This is an optimization exercise on Yosys and OpenROAD, whose aim is small area and a short achievable clock period, not a production implementation. In this exercise RTL edits were held to simulation tests only and were not proved equivalent to the original. Power and IR drop assume default switching activity.

==> flow/design.v (excerpt) <==
module dmem_256x8 (
  input  logic       clk,
  input  logic       reset,
  input  logic [7:0] data_a,
  input  logic       mem_read,
  input  logic       mem_write,
  input  logic [7:0] data_b,
  output logic [7:0] data_out
);
  logic [7:0]  mem_core [0:255];
  logic [15:0] valid;
  logic [15:0] hi, lo;
  always_comb begin
    for (int j = 0; j < 16; j++) begin
      hi[j] = (data_a[7:4] == 4'(j));
      lo[j] = (data_a[3:0] == 4'(j));
    end
  end
  logic [7:0] wbus [0:15];
  always_comb begin
    for (int p = 0; p < 16; p++)
      wbus[p] = lo[p] ? data_b : 8'h00;
  end
  logic [255:0] we;
  always_comb begin
    for (int i = 0; i < 256; i++)
      we[i] = mem_write & hi[i / 16] & (lo[i % 16] | ~valid[i / 16]);
  end
  always_ff @(posedge clk) begin
    for (int i = 0; i < 256; i++)
      if (we[i]) mem_core[i] <= wbus[i % 16];
  end
  always_ff @(posedge clk or negedge reset) begin
    if (!reset)
      valid <= '0;
    else if (mem_write)
      valid <= valid | hi;
  end
  logic [7:0]  a_n;
  logic [3:0]  pa, pb, pc, pd;
  logic [15:0] lo_n, hv_n, vr;
  logic [255:0] rwl;
  for (genvar k = 0; k < 8; k++) begin : g_inv
    dmem_inv u (.a(data_a[k]), .y(a_n[k]));
  end
  for (genvar q = 0; q < 4; q++) begin : g_pair
    dmem_nor2 u_a (.a(q[0] ? a_n[0] : data_a[0]), .b(q[1] ? a_n[1] : data_a[1]), .y(pa[q]));
    dmem_nor2 u_b (.a(q[0] ? a_n[2] : data_a[2]), .b(q[1] ? a_n[3] : data_a[3]), .y(pb[q]));
    dmem_nor2 u_c (.a(q[0] ? a_n[4] : data_a[4]), .b(q[1] ? a_n[5] : data_a[5]), .y(pc[q]));
    dmem_nor2 u_d (.a(q[0] ? a_n[6] : data_a[6]), .b(q[1] ? a_n[7] : data_a[7]), .y(pd[q]));
  end
  always_comb begin
    for (int j = 0; j < 16; j++) vr[j] = valid[j] & mem_read;
  end
  for (genvar j = 0; j < 16; j++) begin : g_pre
    dmem_nand2 u_lo (.a(pa[j % 4]), .b(pb[j / 4]), .y(lo_n[j]));
    dmem_nand3 u_hv (.a(pc[j % 4]), .b(pd[j / 4]), .c(vr[j]), .y(hv_n[j]));
  end
  for (genvar i = 0; i < 256; i++) begin : g_rwl
    dmem_nor2 u (.a(hv_n[i / 16]), .b(lo_n[i % 16]), .y(rwl[i]));
  end
  logic [7:0] rd_word;
  always_comb begin
    rd_word = '0;
    for (int i = 0; i < 256; i++)
      rd_word = rd_word | ({8{rwl[i]}} & mem_core[i]);
  end
  assign data_out = rd_word;
endmodule
For scale: ~2,100 flip-flops.
Settings: LEC_CHECK=0, ABC_AREA=1, CAP_MARGIN=20, CORE_MARGIN=2, CORE_UTILIZATION=65, SETUP_SLACK_MARGIN=5, SLEW_MARGIN=20; clock period 12.0 ns.
standard.sh (not shown) runs the stock make flow with config.mk's settings and CLKGATE_MAP_FILE= SYNTH_SCRIPT=/design/flow/synth_recipe.tcl, a recipe that flattens the netlist after the stock synthesis.
==> flow/flow/run.sh <==
#!/bin/bash
set -euo pipefail
export SYNTH_KEEP_MODULES="dmem_inv dmem_nand2 dmem_nand3 dmem_nor2"
export REMOVE_ABC_BUFFERS=1
export CTS_ARGS="-sink_clustering_enable -repair_clock_nets -dont_use_dummy_load -sink_clustering_size 26 -sink_clustering_max_diameter 100 -buf_list sky130_fd_sc_hd__clkbuf_16"
bash standard.sh synth > synth.log 2>&1
bash standard.sh > layout.log 2>&1
Edit:
--- a/flow/flow/run.sh
+++ b/flow/flow/run.sh
@@ -4 +3,0 @@
-export REMOVE_ABC_BUFFERS=1
- CORE_UTILIZATION: 65 -> 75
- CTS_BUF_LIST: default -> sky130_fd_sc_hd__clkbuf_16
- CTS_CLUSTER_DIAMETER: default -> 100
- CTS_CLUSTER_SIZE: default -> 26
Result:
- wire length rose by 0.84%
- worst setup slack gets worse by 0.10 ns
- clock power stays flat
Edit:
==> flow/flow/run.sh (replaced) <==
#!/bin/bash
set -euo pipefail
export SYNTH_KEEP_MODULES="dmem_inv dmem_nand2 dmem_nand3 dmem_nor2"
bash standard.sh synth > synth.log 2>&1
bash standard.sh > layout.log 2>&1
- CORE_UTILIZATION: 75 -> 65
- CTS_CLUSTER_DIAMETER: 100 -> 80
- CTS_CLUSTER_SIZE: 26 -> 20
First-iteration DRC count fell by about a fifth.
Worst hold slack gets worse by 0.036 ns.
Final cell count rose by a few percent.
Total power rose by a few percent.
Routed wire length rose slightly.
Clock power rose by about a fifth.
Worst setup slack gets better by 0.097 ns.

[what the ideal ports hide]
Ports are ideal in the flow. The routed layouts listed here were re-timed in OpenROAD.
Step 1 (the two cells are an assumption about what drives the block):
set clk [get_ports {clk}]
set_driving_cell -lib_cell sky130_fd_sc_hd__clkbuf_16 $clk
set_driving_cell -lib_cell sky130_fd_sc_hd__buf_2 [delete_from_list [all_inputs] $clk]
Step 2 moves the port delays by t, midway between the first and last clock arrival at a register: inputs arrive t later, outputs are due t later. That takes back most of the time a late clock gives input paths.
Three values: no drivers, after step 1, after step 2; two values: the first two.
run | shift t [ns] | setup WS [ns] | latest minus earliest clock arrival (ns)
the first run | 0.799 | 4.896 / 4.778 / 4.778 | 0.061 / 0.061
the second run | 0.792 | 4.793 / 4.679 / 4.679 | 0.047 / 0.047
the third run | 0.845 | 4.890 / 4.719 / 4.719 | 0.032 / 0.032
After both steps setup and hold are still met in every run listed. For the third run, which loses most, drivers alone change the setup slack by -0.171 ns; drivers and shift together by -0.171 ns.
